This design comes from an exercise in tuning for small area, a short achievable clock period and few clock cycles on the open sky130 flow, not from production work.
In this exercise RTL edits were held to simulation tests only and were not proved equivalent to the original.
Power and IR drop assume default switching activity.

## try-quartz
## rv_core_top
module rv_core_top #(
    parameter logic [31:0] RESET_PC = '0
) (
    input  logic        clk,
    input  logic        rst,
    output logic [31:0] imem_addr,
    input  logic [31:0] imem_data,
    output logic        dmem_valid,
    output logic        dmem_write,
    output logic [31:0] dmem_addr,
    output logic [31:0] dmem_wdata,
    input  logic        dmem_ready,
    input  logic [31:0] dmem_rdata
);
For scale: ~5000 cells after synthesis, ~1300 flip-flops, roughly 63000 sq um of cells after synthesis.
Settings: LEC_CHECK=0, CAP_MARGIN=20, CORE_MARGIN=2, CORE_UTILIZATION=45, CTS_BUF_LIST=sky130_fd_sc_hd__clkbuf_16, CTS_CLUSTER_DIAMETER=70, CTS_CLUSTER_SIZE=20, SETUP_SLACK_MARGIN=4.85, SLEW_MARGIN=20, TNS_END_PERCENT=0; clock period 8.0 ns.
run.sh (not shown) runs the stock make flow with config.mk's settings and CLKGATE_MAP_FILE= SYNTH_SCRIPT=/design/flow/synth_recipe.tcl, a recipe that flattens the netlist after the stock synthesis.
Testbench counts of try-quartz, summed over its fixed seeds: cycles 33,010.
#### Input delta (try-xenon over try-quartz)
# try-quartz
export LEC_CHECK = 0
export CAP_MARGIN = 20
export CORE_MARGIN = 2
export CORE_UTILIZATION = 45
export CTS_BUF_LIST = sky130_fd_sc_hd__clkbuf_16
export CTS_CLUSTER_DIAMETER = 70
export CTS_CLUSTER_SIZE = 20
export SETUP_SLACK_MARGIN = 4.85
export SLEW_MARGIN = 20
export TNS_END_PERCENT = 0
create_clock -name core_clock -period 8.0 [get_ports {clk}]
# try-xenon
export LEC_CHECK = 0
export CAP_MARGIN = 20
export CORE_MARGIN = 2
export CORE_UTILIZATION = 45
export CTS_BUF_LIST = sky130_fd_sc_hd__clkbuf_16
export CTS_CLUSTER_DIAMETER = 70
export CTS_CLUSTER_SIZE = 20
export SETUP_SLACK_MARGIN = 4.7
export SLEW_MARGIN = 20
export TNS_END_PERCENT = 0
create_clock -name core_clock -period 8.0 [get_ports {clk}]
For via count, try-quartz and try-xenon come out practically identical.
Of the two values seen for launch point of the critical path, d_w[16]$_DFFE_PP_ was produced by try-quartz and d_w[22]$_DFFE_PP_ by try-xenon.
Utilization try-quartz -> try-xenon: down
try-quartz → try-xenon: detailed placer's ending HPWL held; power dissipated by switching net loads went down 0.000033 W.
Edits applied to the flow inputs when going from try-xenon to try-ember:
# try-xenon
export LEC_CHECK = 0
export CAP_MARGIN = 20
export CORE_MARGIN = 2
export CORE_UTILIZATION = 45
export CTS_BUF_LIST = sky130_fd_sc_hd__clkbuf_16
export CTS_CLUSTER_DIAMETER = 70
export CTS_CLUSTER_SIZE = 20
export SETUP_SLACK_MARGIN = 4.7
export SLEW_MARGIN = 20
export TNS_END_PERCENT = 0
create_clock -name core_clock -period 8.0 [get_ports {clk}]
# try-ember
export LEC_CHECK = 0
export ABC_AREA = 1
export CAP_MARGIN = 20
export CORE_MARGIN = 2
export CORE_UTILIZATION = 45
export CTS_BUF_LIST = sky130_fd_sc_hd__clkbuf_16
export CTS_CLUSTER_DIAMETER = 70
export CTS_CLUSTER_SIZE = 20
export PLACE_DENSITY = 0.72
export SETUP_SLACK_MARGIN = 5
export SLEW_MARGIN = 20
export TNS_END_PERCENT = 0
create_clock -name core_clock -period 8.0 [get_ports {clk}]
- In the flow results for try-xenon and try-ember, the clock group share of total power is larger on try-ember.
- Sequential power on try-ember is down relative to try-xenon.
- Share of the clock period used by the worst path after layout: try-ember vs try-xenon down 3.8 points
- try-xenon ended up with compound AO/OA/AOI/OAI gates as its combinational family with the most area after synthesis; try-ember ended up with simple AND/OR/NAND/NOR gates.
- Taking try-xenon as 1.0, try-ember lands at 1.4 on synthesized cell count.
- Taking try-xenon as 1.0, try-ember lands at 0.857 on mean routed wirelength per cell.
- Re wire length of the first global-routing pass: try-xenon was lower than try-ember.
- Changes observed in try-ember relative to try-xenon: total power draw grew by 4.0%; ratio of cells with drive above 1 in the final layout roughly the same; utilization grew by 2.4 points.
- The faster design of the two is try-ember; try-xenon tops out lower.
- Sequential share of layout area: try-xenon and try-ember compared, lower one is try-ember
> inputs changed (try-ember -> try-garnet)
# try-ember
export LEC_CHECK = 0
export ABC_AREA = 1
export CAP_MARGIN = 20
export CORE_MARGIN = 2
export CORE_UTILIZATION = 45
export CTS_BUF_LIST = sky130_fd_sc_hd__clkbuf_16
export CTS_CLUSTER_DIAMETER = 70
export CTS_CLUSTER_SIZE = 20
export PLACE_DENSITY = 0.72
export SETUP_SLACK_MARGIN = 5
export SLEW_MARGIN = 20
export TNS_END_PERCENT = 0
create_clock -name core_clock -period 8.0 [get_ports {clk}]
# try-garnet
export LEC_CHECK = 0
export CAP_MARGIN = 20
export CORE_MARGIN = 2
export CORE_UTILIZATION = 45
export CTS_BUF_LIST = sky130_fd_sc_hd__clkbuf_16
export CTS_CLUSTER_DIAMETER = 70
export CTS_CLUSTER_SIZE = 20
export PLACE_DENSITY = 0.72
export SETUP_SLACK_MARGIN = 4.7
export SLEW_MARGIN = 20
export TNS_END_PERCENT = 0
create_clock -name core_clock -period 8.0 [get_ports {clk}]
Between try-ember and try-garnet, number of vias in the routed layout decreased.
Comparing try-garnet and try-ember, the higher share of the clock period used by the worst path is on try-garnet.
Looking only at portion of total power attributed to combinational logic, and setting everything else aside, the higher value of try-garnet and try-ember goes to try-ember.
Side by side, multi-input logic cell count turned out lower in try-garnet than in try-ember.
In the reports for try-garnet and try-ember, the larger met1 demand-to-capacity share in global routing belongs to try-ember.
When try-garnet is measured against try-ember, its global-route usage turns out 5.2 points lower.
[try-garnet] tapcell count fell 54 relative to try-ember

onyx:
Another version of the RTL of rv_core_top (not shown whole).
For scale: ~4500 cells after synthesis, roughly 1400 flip-flops, ~63000 um^2 of cells after synthesis.
==> flow/design.v (excerpt) <==
module rv_core_top #(
    parameter logic [31:0] RESET_PC = '0
) (
    input  logic        clk,
    input  logic        rst,
    output logic [31:0] imem_addr,
    input  logic [31:0] imem_data,
    output logic        dmem_valid,
    output logic        dmem_write,
    output logic [31:0] dmem_addr,
    output logic [31:0] dmem_wdata,
    input  logic        dmem_ready,
    input  logic [31:0] dmem_rdata
);
export LEC_CHECK = 0
export CAP_MARGIN = 20
export CORE_MARGIN = 2
export CORE_UTILIZATION = 45
export CTS_BUF_LIST = sky130_fd_sc_hd__clkbuf_16
export CTS_CLUSTER_DIAMETER = 70
export CTS_CLUSTER_SIZE = 20
export SETUP_SLACK_MARGIN = 5
export SLEW_MARGIN = 20
export TNS_END_PERCENT = 0
create_clock -name core_clock -period 8.0 [get_ports {clk}]
Testbench counts of onyx, summed over its fixed seeds: cycles 33,010.
Edits applied to the flow inputs when going from onyx to amber:
- putting ABC_AREA at 1 where nothing was set
- swapping 5 for 4.8 in SETUP_SLACK_MARGIN
### Flow results
After detailed routing, onyx needs less wire than amber.
The higher maximum clock frequency came out of amber.
Row fraction of the mapped netlist area in compound gates: amber lower / onyx higher
The combinational gate power in amber is 1.2 times that in onyx.
For onyx, the type of the setup path with the least slack was reg2reg, unlike amber, where it was in2reg.
Having completed the whole flow, amber delivered a layout that passed the timing, design-rule and antenna checks.

rv_core_top again, from the RTL that the note above started with.
clock: 8.0 ns
lec_check: 0
cap_margin: 20
core_margin: 2
core_utilization: 45
cts_buf_list: sky130_fd_sc_hd__clkbuf_8
cts_cluster_diameter: 50
cts_cluster_size: 12
setup_slack_margin: 4.5
slew_margin: 20
tns_end_percent: 0
The first run finished clean.
Testbench counts at the start, summed over its fixed seeds: cycles 33,010.
==> next run, changes <==
--- a/flow/config.mk
+++ b/flow/config.mk
@@ -10,6 +10,6 @@
 export CORE_UTILIZATION = 45
-export CTS_BUF_LIST = sky130_fd_sc_hd__clkbuf_8
-export CTS_CLUSTER_DIAMETER = 50
-export CTS_CLUSTER_SIZE = 12
-export SETUP_SLACK_MARGIN = 4.5
+export CTS_BUF_LIST = sky130_fd_sc_hd__clkbuf_16
+export CTS_CLUSTER_DIAMETER = 70
+export CTS_CLUSTER_SIZE = 20
+export SETUP_SLACK_MARGIN = 4.7
 export SLEW_MARGIN = 20
Utilization climbs by 0.11 points.
Wire length stays flat.
Sequential cell count is unchanged.
Total power came out higher by 0.33%.
Setup slack loses 10 ps.
Register-to-register slack hardly moves.

static timing again, ports no longer ideal:
The results above use ideal ports. As a check the final layouts listed here were re-extracted and re-timed, cells and wires unchanged.
Step 1 (the two cells are an assumption about what drives the block):
set clk [get_ports {clk}]
set_driving_cell -lib_cell sky130_fd_sc_hd__clkbuf_16 $clk
set_driving_cell -lib_cell sky130_fd_sc_hd__buf_2 [delete_from_list [all_inputs] $clk]
Step 2 moves the port delays by t, midway between the first and last clock arrival at a register: inputs arrive t later, outputs are due t later. That takes back most of the time a late clock gives input paths.
a / b / c = ideal / step 1 / step 2; a / b = the first two.
run	t, ns	setup WS [ns]	worst hold slack (ns)	clock arrival spread, ns
try-quartz	0.820	4.304 / 4.304 / 3.543	0.373 / 0.373 / 0.373	0.069 / 0.069
try-xenon	0.827	4.379 / 4.379 / 3.719	0.382 / 0.382 / 0.382	0.069 / 0.069
try-ember	0.839	4.685 / 4.685 / 4.064	0.403 / 0.403 / 0.403	0.070 / 0.071
try-garnet	0.826	4.341 / 4.341 / 3.811	0.386 / 0.386 / 0.386	0.053 / 0.054
onyx	0.804	4.155 / 4.155 / 3.459	0.394 / 0.394 / 0.394	0.044 / 0.044
amber	0.859	4.491 / 4.482 / 3.692	0.380 / 0.380 / 0.380	0.050 / 0.050
the first run of note 3	0.996	4.165 / 4.165 / 3.281	0.384 / 0.384 / 0.384	0.049 / 0.049
the second run of note 3	0.804	4.155 / 4.155 / 3.459	0.394 / 0.394 / 0.394	0.044 / 0.044
After both steps every run listed still meets setup and hold. For the first run of note 3, which loses most, drivers alone change the setup slack by 0.000 ns; drivers and shift together by -0.884 ns.
